Source: an optimization exercise on an open RTL-to-GDS flow (aim: small area, a short achievable clock period and few clock cycles per item). Production flows keep margins and buffers that such runs may drop.
Only simulation tests tie the RTL to the original design; equivalence was not proved.

==> inputs of run a <==
==> flow/design.v (excerpt) <==
module tpu_rsqrt_iter_unit #(
  parameter int IN_WIDTH  = 16,
  parameter int IN_FRAC   = 8,
  parameter int OUT_WIDTH = 16,
  parameter int OUT_FRAC  = 11,
  parameter int LUT_BITS  = 6,
  parameter int MAX_ITERS = 3,
  parameter int TAG_WIDTH = 4
) (
  input  logic                           clk,
  input  logic                           rst_n,
  input  logic                           flush,
  input  logic                           in_valid,
  output logic                           in_ready,
  input  logic [IN_WIDTH-1:0]            in_data,
  input  logic                           in_op,
  input  logic [$clog2(MAX_ITERS+1)-1:0] in_iters,
  input  logic [TAG_WIDTH-1:0]           in_tag,
  output logic                           out_valid,
  input  logic                           out_ready,
  output logic [OUT_WIDTH-1:0]           out_data,
  output logic [TAG_WIDTH-1:0]           out_tag,
  output logic                           out_sat,
  output logic                           out_zero,
  output logic                           busy,
  output logic [31:0]                    ops_count,
  output logic [31:0]                    sat_count
);
  localparam int NS = 9;     
  localparam logic [64*19-1:0] TAB_R0 = {19'd263174, 19'd265271, 19'd267419, 19'd269620, 19'd271876, 19'd274190, 19'd276564, 19'd279001, 19'd281503, 19'd284074, 19'd286717, 19'd289434, 19'd292231, 19'd295110, 19'd298076, 19'd301133, 19'd304287, 19'd307541, 19'd310902, 19'd314376, 19'd317969, 19'd321688, 19'd325541, 19'd329536, 19'd333681, 19'd337987, 19'd342463, 19'd347123, 19'd351978, 19'd357043, 19'd362333, 19'd367865, 19'd373658, 19'd379734, 19'd386117, 19'd392833, 19'd399911, 19'd407387, 19'd415298, 19'd423689, 19'd432609, 19'd442118, 19'd452283, 19'd463183, 19'd474911, 19'd487578, 19'd501315, 19'd516283, 19'd373658, 19'd379734, 19'd386117, 19'd392833, 19'd399911, 19'd407387, 19'd415298, 19'd423689, 19'd432609, 19'd442118, 19'd452283, 19'd463183, 19'd474911, 19'd487578, 19'd501315, 19'd516283};
  ...
==> flow/config.mk <==
export PLATFORM = sky130hd
export DESIGN_NAME = tpu_rsqrt_iter_unit
export DESIGN_NICKNAME = tpu_rsqrt_iter_unit
export VERILOG_FILES = /design/flow/design.v
export SDC_FILE = /design/flow/constraint.sdc
export NUM_CORES = 4
export LEC_CHECK = 0
export CAP_MARGIN = 20
export CORE_MARGIN = 2
export CORE_UTILIZATION = 55
export SETUP_SLACK_MARGIN = 4.5
export SLEW_MARGIN = 20
export SYNTH_HIERARCHICAL = 1
==> flow/constraint.sdc <==
create_clock -name core_clock -period 11.0 [get_ports {clk}]
set_input_delay 2.2000 -clock core_clock [delete_from_list [all_inputs] [get_ports {clk}]]
set_output_delay 2.2000 -clock core_clock [all_outputs]
set_load 0.01 [all_outputs]
run.sh (not shown) runs the stock make flow with config.mk's settings and CLKGATE_MAP_FILE= SYNTH_SCRIPT=/design/flow/synth_recipe.tcl, a recipe that flattens the netlist after the stock synthesis.
==> run b: changes against run a <==
Settings changed: SETUP_SLACK_MARGIN 4.5 to 5.
==> comparison table <==
	run b	run a
Status	timing/DRC/antenna clean	timing/DRC/antenna clean
Minimum setup slack among reg-to-reg paths	5.09 ns	4.75 ns
Via-to-Cell Ratio	5.85	5.82
Hold Path End	m_q[4][9]	tag_q[7][2]
Diodes inserted	4	3
M2 GR Usage	0.498	0.501
Worst-case clock skew	0.0281 ns	0.0421 ns
Cell count of the worst reg-to-reg path	20	21
First-iteration detailed-routing DRC count	3438	3256
Number of gates resized after cts	64	9
Vias in the first global route	53565	53566
Share of cell area taken by multi-input logic gates	0.717	0.715
Antenna violations before repair	5	9
Cell area after placement	74000 µm²	74000 µm²
Final core utilization	0.602	0.599
DP Wirelength	138000 µm	138000 µm
Crit path max-delay cell type	fa_2	fa_1
Final WL	194000 µm	192000 µm
Layout overhead on the synthesized area	9.03%	8.42%
Clock period minus worst slack	5.91 ns	6.25 ns
Cell depth of the worst setup path	20	21
Relative area of non-clock buffer cells in the final design	0.0264	0.0254
Maximum number of pins on one net before global-route repair	84	83
Non-filler cells in the finished layout	8602	8594
Testbench counts of run a, summed over its fixed seeds: cycles 4,880, items 4,800.
Testbench counts of run b, summed over its fixed seeds: cycles 4,880, items 4,800.

========
==> v23: inputs <==
Another version of the RTL of tpu_rsqrt_iter_unit (not shown whole).
export LEC_CHECK = 0
export CAP_MARGIN = 20
export CORE_MARGIN = 2
export CORE_UTILIZATION = 55
export CTS_BUF_LIST = sky130_fd_sc_hd__clkbuf_16
export CTS_CLUSTER_DIAMETER = 150
export CTS_CLUSTER_SIZE = 25
export SETUP_SLACK_MARGIN = 5
export SLEW_MARGIN = 20
export SYNTH_HIERARCHICAL = 1
create_clock -name core_clock -period 11.0 [get_ports {clk}]
==> inputs of v30, as changes to v23 <==
CTS_BUF_LIST = unset   (was sky130_fd_sc_hd__clkbuf_16)
CTS_CLUSTER_DIAMETER = unset   (was 150)
CTS_CLUSTER_SIZE = unset   (was 25)
==> summary of the runs <==
- Against v30, the utilization of v23 is lower by 1.5 points.
- v23 ran to the end with no violations. v30 produced a clean layout.
- Clock-buffer cell count: v23 is lower than v30 (64).
- Of v23 and v30, v30 has the higher register-to-register slack (gap 50 ps).
- Between v23 and v30, the lower worst setup slack is in v23 (gap 47 ps).
- Between v30 and v23, the lower via count is in v23 (gap about 0.8%, measured against v23).
Testbench counts of v23, summed over its fixed seeds: cycles 4,880, items 4,800.
Testbench counts of v30, summed over its fixed seeds: cycles 4,880, items 4,800.

========
==> inputs of cedar <==
tpu_rsqrt_iter_unit, a different RTL version from the one above (not shown whole).
Design tpu_rsqrt_iter_unit, start of the top module:
module tpu_rsqrt_iter_unit #(
  parameter int IN_WIDTH  = 16,
  parameter int IN_FRAC   = 8,
  parameter int OUT_WIDTH = 16,
  parameter int OUT_FRAC  = 11,
  parameter int LUT_BITS  = 6,
  parameter int MAX_ITERS = 3,
  parameter int TAG_WIDTH = 4
) (
  input  logic                           clk,
  input  logic                           rst_n,
  input  logic                           flush,
  input  logic                           in_valid,
  output logic                           in_ready,
  input  logic [IN_WIDTH-1:0]            in_data,
  input  logic                           in_op,
  input  logic [$clog2(MAX_ITERS+1)-1:0] in_iters,
  input  logic [TAG_WIDTH-1:0]           in_tag,
  output logic                           out_valid,
  input  logic                           out_ready,
  output logic [OUT_WIDTH-1:0]           out_data,
  output logic [TAG_WIDTH-1:0]           out_tag,
  output logic                           out_sat,
  output logic                           out_zero,
  output logic                           busy,
  output logic [31:0]                    ops_count,
  output logic [31:0]                    sat_count
);
export LEC_CHECK = 0
export CAP_MARGIN = 20
export CORE_MARGIN = 2
export CORE_UTILIZATION = 40
export SLEW_MARGIN = 20
create_clock -name core_clock -period 11.0 [get_ports {clk}]
==> inputs of juniper, as changes to cedar <==
Settings changed: SETUP_SLACK_MARGIN set to 4.
==> inputs of delta, as changes to cedar <==
==> flow/design.v (replaced) <==
module tpu_rsqrt_iter_unit #(
  parameter int IN_WIDTH  = 16,
  parameter int IN_FRAC   = 8,
  parameter int OUT_WIDTH = 16,
  parameter int OUT_FRAC  = 11,
  parameter int LUT_BITS  = 6,
  parameter int MAX_ITERS = 3,
  parameter int TAG_WIDTH = 4
) (
  input  logic                           clk,
  input  logic                           rst_n,
  input  logic                           flush,
  input  logic                           in_valid,
  output logic                           in_ready,
  input  logic [IN_WIDTH-1:0]            in_data,
  input  logic                           in_op,
  input  logic [$clog2(MAX_ITERS+1)-1:0] in_iters,
  input  logic [TAG_WIDTH-1:0]           in_tag,
  output logic                           out_valid,
  input  logic                           out_ready,
  output logic [OUT_WIDTH-1:0]           out_data,
  output logic [TAG_WIDTH-1:0]           out_tag,
  output logic                           out_sat,
  output logic                           out_zero,
  output logic                           busy,
  output logic [31:0]                    ops_count,
  output logic [31:0]                    sat_count
);
  localparam int NS = 9;     
  localparam logic [64*19-1:0] TAB_R0 = {19'd263174, 19'd265271, 19'd267419, 19'd269620, 19'd271876, 19'd274190, 19'd276564, 19'd279001, 19'd281503, 19'd284074, 19'd286717, 19'd289434, 19'd292231, 19'd295110, 19'd298076, 19'd301133, 19'd304287, 19'd307541, 19'd310902, 19'd314376, 19'd317969, 19'd321688, 19'd325541, 19'd329536, 19'd333681, 19'd337987, 19'd342463, 19'd347123, 19'd351978, 19'd357043, 19'd362333, 19'd367865, 19'd373658, 19'd379734, 19'd386117, 19'd392833, 19'd399911, 19'd407387, 19'd415298, 19'd423689, 19'd432609, 19'd442118, 19'd452283, 19'd463183, 19'd474911, 19'd487578, 19'd501315, 19'd516283, 19'd373658, 19'd379734, 19'd386117, 19'd392833, 19'd399911, 19'd407387, 19'd415298, 19'd423689, 19'd432609, 19'd442118, 19'd452283, 19'd463183, 19'd474911, 19'd487578, 19'd501315, 19'd516283};
  localparam logic [64*20-1:0] TAB_T1 = {20'd264208, 20'd268435, 20'd272800, 20'd277309, 20'd281969, 20'd286789, 20'd291777, 20'd296941, 20'd302291, 20'd307838, 20'd313593, 20'd319564, 20'd325771, 20'd332221, 20'd338933, 20'd345920, 20'd353205, 20'd360799, 20'd368728, 20'd377015, 20'd385682, 20'd394756, 20'd404269, 20'd414253, 20'd424739, 20'd435772, 20'd447391, 20'd459649, 20'd472597, 20'd486296, 20'd500813, 20'd516222, 20'd532609, 20'd550071, 20'd568719, 20'd588675, 20'd610079, 20'd633103, 20'd657930, 20'd684785, 20'd713922, 20'd745652, 20'd780334, 20'd818399, 20'd860368, 20'd906876, 20'd958697, 20'd1016800, 20'd532609, 20'd550071, 20'd568719, 20'd588675, 20'd610079, 20'd633103, 20'd657930, 20'd684785, 20'd713922, 20'd745652, 20'd780334, 20'd818399, 20'd860368, 20'd906876, 20'd958697, 20'd1016800};
  localparam logic [64*30-1:0] TAB_G = {30'd135348223, 30'd137533439, 30'd139755519, 30'd142069759, 30'd144495615, 30'd146962431, 30'd149494783, 30'd152150015, 30'd154905599, 30'd157724671, 30'd160615423, 30'd163790847, 30'd166870015, 30'd170219519, 30'd173632511, 30'd177274879, 30'd180884479, 30'd184858623, 30'd188948479, 30'd193146879, 30'd197584895, 30'd202268671, 30'd207105023, 30'd212131839, 30'd217558015, 30'd223174655, 30'd229184511, 30'd235433983, 30'd242058239, 30'd249053183, 30'd256461823, 30'd264372223, 30'd272794623, 30'd281753599, 30'd291255295, 30'd301445119, 30'd312470527, 30'd324200447, 30'd336926719, 30'd350658559, 30'd365643775, 30'd381886463, 30'd399632383, 30'd419123199, 30'd440614911, 30'd464396287, 30'd490937343, 30'd520683519, 30'd272794623, 30'd281753599, 30'd291255295, 30'd301445119, 30'd312470527, 30'd324200447, 30'd336926719, 30'd350658559, 30'd365643775, 30'd381886463, 30'd399632383, 30'd419123199, 30'd440614911, 30'd464396287, 30'd490937343, 30'd520683519};
  function automatic logic [37:0] sq19(input logic [18:0] r);
    logic [37:0] s;
    s = '0;
    for (int i = 0; i < 19; i++)
      s = s + ({38{r[i]}} & ((({19'd0, r} >> (i + 1)) << (2*i + 2)) | (38'd1 << (2*i))));
    sq19 = s;
  endfunction
  logic [NS:1] v_q;
  logic        out_valid_q;
  logic [3:0]  seq_in_q, seq_out_q;            
  logic        accept, out_hs, take, recirc;
  logic [31:0] ops_count_q, sat_count_q;
  logic        out_sat_q;
  logic [3:0]  seq_q [1:NS];
  assign out_hs   = out_valid_q && out_ready && !flush;
  logic head, pass;
  assign head     = v_q[NS] && (seq_q[NS] == seq_out_q);
  assign pass     = !v_q[NS] || (head && !out_valid_q);
  assign take     = head && !flush && (!out_valid_q || out_ready);
  assign recirc   = v_q[NS] && !flush && !take;
  assign in_ready = rst_n && !flush && (pass || (head && out_ready));
  assign accept   = in_valid && in_ready;
  always_ff @(posedge clk or negedge rst_n) begin
    if (!rst_n) begin
      v_q         <= '0;
      out_valid_q <= 1'b0;
      seq_in_q    <= '0;
      seq_out_q   <= '0;
      ops_count_q <= '0;
      sat_count_q <= '0;
    end else begin
      if (flush) begin
        v_q         <= '0;
        out_valid_q <= 1'b0;
        seq_in_q    <= '0;
        seq_out_q   <= '0;
      end else begin
        v_q         <= {v_q[NS-1:1], accept || recirc};
        out_valid_q <= take || (out_valid_q && !out_ready);
        seq_in_q    <= seq_in_q + (accept ? 4'd1 : 4'd0);
        seq_out_q   <= seq_out_q + (take ? 4'd1 : 4'd0);
      end
      ops_count_q <= ops_count_q + (out_hs ? 32'd1 : 32'd0);
      sat_count_q <= sat_count_q + ((out_hs && out_sat_q) ? 32'd1 : 32'd0);
    end
  end
  logic [2:0]  sp;           
  logic [15:0] m_in;
  always_comb begin
    sp = 3'd7;
    for (int p = 0; p < 8; p++)
      if (in_data[2*p +: 2] != 2'b00) sp = 3'(7 - p);
    m_in = in_data << {sp, 1'b0};
  end
  logic [15:0] m_q  [1:NS];
  logic [2:0]  sp_q [1:NS];
  logic        z_q  [1:NS];
  logic        op_q [1:NS];
  logic [1:0]  it_q [1:NS];
  logic [3:0]  tag_q[1:NS];
  always_ff @(posedge clk) begin
    if (recirc) begin
      m_q[1]   <= m_q[NS];
      sp_q[1]  <= sp_q[NS];
      z_q[1]   <= z_q[NS];
      op_q[1]  <= op_q[NS];
      it_q[1]  <= it_q[NS];
      tag_q[1] <= tag_q[NS];
      seq_q[1] <= seq_q[NS];
    end else begin
      m_q[1]   <= m_in;
      sp_q[1]  <= sp;
      z_q[1]   <= (in_data == '0);
      op_q[1]  <= in_op;
      it_q[1]  <= in_iters;
      tag_q[1] <= in_tag;
      seq_q[1] <= seq_in_q;
    end
    for (int k = 2; k <= NS; k++) begin
      m_q[k]   <= m_q[k-1];
      sp_q[k]  <= sp_q[k-1];
      z_q[k]   <= z_q[k-1];
      op_q[k]  <= op_q[k-1];
      it_q[k]  <= it_q[k-1];
      tag_q[k] <= tag_q[k-1];
      seq_q[k] <= seq_q[k-1];
    end
  end
  logic [5:0]  idx2;
  logic [19:0] t1_q;
  logic [19:0] gh_q;         
  logic [18:0] r0_q;
  assign idx2 = m_q[1][15:10];
  always_ff @(posedge clk) begin
    t1_q <= TAB_T1[idx2*20 +: 20];
    gh_q <= TAB_G[idx2*30 + 10 +: 20];
    r0_q <= TAB_R0[idx2*19 +: 19];
  end
  logic [29:0] q3;
  logic [13:0] e1_q;
  logic [18:0] r0_q3;
  assign q3 = {gh_q, 10'h3FF} - m_q[2][9:0] * t1_q;    
  always_ff @(posedge clk) begin
    e1_q  <= q3[29:16];
    r0_q3 <= r0_q;
  end
  logic [37:0] p3;
  logic [18:0] r_q3;
  always_comb begin
    logic [14:0] ex;
    logic [2:0]  g;
    logic [20:0] pp;
    logic        ng;
    ex = {e1_q, 1'b0};
    p3 = {r0_q3, 19'd0};
    for (int k = 0; k < 7; k++) begin
      g = ex[2*k +: 3];
      case (g)
        3'b001, 3'b010: pp = {2'b00, r0_q3};
        3'b011:         pp = {1'b0, r0_q3, 1'b0};
        3'b100:         pp = ~{1'b0, r0_q3, 1'b0};
        3'b101, 3'b110: pp = ~{2'b00, r0_q3};
        default:        pp = '0;
      endcase
      ng = g[2] && !(g[1] && g[0]);
      p3 = p3 + ({17'd0, ~pp[20], pp[19:0]} << (2*k)) + ({37'd0, ng} << (2*k)) - (38'd1 << (20 + 2*k));
    end
  end
  always_ff @(posedge clk) r_q3 <= (it_q[3] != 2'd0) ? p3[37:19] : r0_q3;
  logic [37:0] sq4;
  logic [19:0] t2_q;
  logic [18:0] r_q4;
  assign sq4 = sq19(r_q3);
  always_ff @(posedge clk) begin t2_q <= sq4[37:18]; r_q4 <= r_q3; end
  logic [23:0] p5;
  logic [7:0]  y_q;
  logic [18:0] r_q5;
  assign p5 = m_q[5] * t2_q;    
  always_ff @(posedge clk) begin y_q <= ~p5[23:16]; r_q5 <= r_q4; end
  logic [37:0] n6;
  logic [18:0] r6_d, r_q6;
  assign n6 = {r_q5, 19'd0} + r_q5 * y_q + r_q5;
  always_comb begin
    if (y_q == 8'hFE)      r6_d = r_q5 - 19'd1;    
    else if (y_q == 8'hFF) r6_d = r_q5;            
    else                   r6_d = n6[37:19];
  end
  always_ff @(posedge clk) r_q6 <= (it_q[6] >= 2'd2) ? r6_d : r_q5;
  logic [37:0] sq7;
  logic [18:0] t3_q, r_q7;
  logic [26:0] mra_q;
  assign sq7 = sq19(r_q6);
  always_ff @(posedge clk) begin
    t3_q  <= sq7[36:18];
    r_q7  <= r_q6;
    mra_q <= m_q[7][7:0] * r_q6;
  end
  logic [18:0] p8;
  logic [2:0]  y3;
  logic [34:0] mr8;
  logic        dn_d, d1_d, d2_d;              
  logic        dn_q, d1_q, d2_q;
  logic [35:0] a_q;           
  logic [3:0]  sh_q;          
  assign p8  = m_q[8] * t3_q;    
  assign y3  = ~p8[18:16];       
  logic [26:0] mrb8;
  assign mrb8 = m_q[8][15:8] * r_q7;
  assign mr8 = {8'd0, mra_q} + {mrb8, 8'd0};
  always_comb begin
    dn_d = 1'b0; d1_d = 1'b0; d2_d = 1'b0;
    if (it_q[8] == 2'd3) begin
      case (y3)
        3'd6:    dn_d = 1'b1;                                    
        3'd1:    d1_d = r_q7[18];                                
        3'd2:    if (r_q7 >= 19'd349526) d2_d = 1'b1;            
                 else d1_d = 1'b1;
        default: ;                                               
      endcase
    end
  end
  always_ff @(posedge clk) begin
    dn_q <= dn_d; d1_q <= d1_d; d2_q <= d2_d;
    a_q  <= op_q[8] ? {1'b0, mr8} : {1'b0, r_q7, 16'd0};
    sh_q <= op_q[8] ? (4'd3 + {1'b0, sp_q[8]}) : (4'd11 - {1'b0, sp_q[8]});
  end
  logic [16:0] q9;
  logic [35:0] b9, c9, w9;
  logic [19:0] hi9;
  logic [19:0] o9;
  logic        sat9;
  logic [15:0] out_data_q;
  logic [3:0]  out_tag_q;
  logic        out_zero_q;
  assign q9  = op_q[9] ? {1'b0, m_q[9]} : 17'h10000;
  assign b9  = dn_q ? ~{19'd0, q9} + 36'd1 :
               d1_q ? {19'd0, q9} :
               d2_q ? {18'd0, q9, 1'b0} : 36'd0;
  assign c9  = 36'd1 << (5'd15 + {1'b0, sh_q});
  assign w9  = a_q + b9 + c9;
  assign hi9 = w9[35:16];
  assign o9  = hi9 >> sh_q;
  assign sat9 = |o9[19:16];
  always_ff @(posedge clk) if (take) begin
    out_data_q <= z_q[9] ? (op_q[9] ? 16'h0000 : 16'hFFFF) : (sat9 ? 16'hFFFF : o9[15:0]);
    out_tag_q  <= tag_q[9];
    out_sat_q  <= !z_q[9] && sat9;
    out_zero_q <= z_q[9];
  end
  assign out_valid = out_valid_q;
  assign busy      = out_valid_q || (|v_q);
  assign out_data  = out_data_q;
  assign out_tag   = out_tag_q;
  assign out_sat   = out_sat_q;
  assign out_zero  = out_zero_q;
  assign ops_count = ops_count_q;
  assign sat_count = sat_count_q;
endmodule
Settings changed: SETUP_SLACK_MARGIN set to 5.
==> summary of the runs <==
- The lowest worst setup slack belongs to cedar, the highest to delta.
- Against juniper, the synthesized area of delta is smaller by 5.1%.
- The highest first-iteration DRC count belongs to juniper, the lowest to cedar.
- Routed wire length: juniper is higher than cedar (0.53%).
- In juniper the cell area is larger than in cedar, by about 0.7%.
- Via count, lowest first: cedar, juniper, delta.
- Sequential cell count is the same in juniper and cedar.
- The lowest non-clock buffer count belongs to cedar, the highest to delta.
Testbench counts of cedar, summed over its fixed seeds: cycles 4,880, items 4,800.
Testbench counts of juniper, summed over its fixed seeds: cycles 4,880, items 4,800.
Testbench counts of delta, summed over its fixed seeds: cycles 4,880, items 4,800.

-- afterwards: timing with drivers on the ports --
The results above use ideal ports. As a check the final layouts listed here were re-extracted and re-timed, cells and wires unchanged. Step 1 sets driving cells, clkbuf_16 on the clock port and buf_2 on the other inputs (assumed; they add their load-dependent delay and slew). Step 2 moves the port delays by t, midway between the first and last clock arrival at a register: inputs arrive t later, outputs are due t later. That takes back most of the time a late clock gives input paths. Three values: ideal, step 1, step 2; two values: the first two.
run	t, ns	setup slack, ns	worst hold slack (ns)	worst slew at a driven data input, ns	pins driven straight from the clock port
run a	0.746	4.753 / 4.753 / 4.753	0.303 / 0.303 / 0.303	0.06	1
run b	0.736	5.092 / 5.092 / 5.092	0.300 / 0.300 / 0.300	0.07	1
v23	0.705	4.779 / 4.779 / 4.779	0.306 / 0.306 / 0.306	0.04	1
v30	0.742	4.826 / 4.826 / 4.826	0.296 / 0.296 / 0.296	0.04	1
cedar	0.768	3.219 / 3.219 / 3.219	0.386 / 0.386 / 0.386	0.07	1
juniper	0.780	4.281 / 4.281 / 4.281	0.366 / 0.366 / 0.366	0.06	1
delta	0.758	4.896 / 4.896 / 4.896	0.307 / 0.307 / 0.307	0.06	1
After both steps every run listed still meets setup and hold.
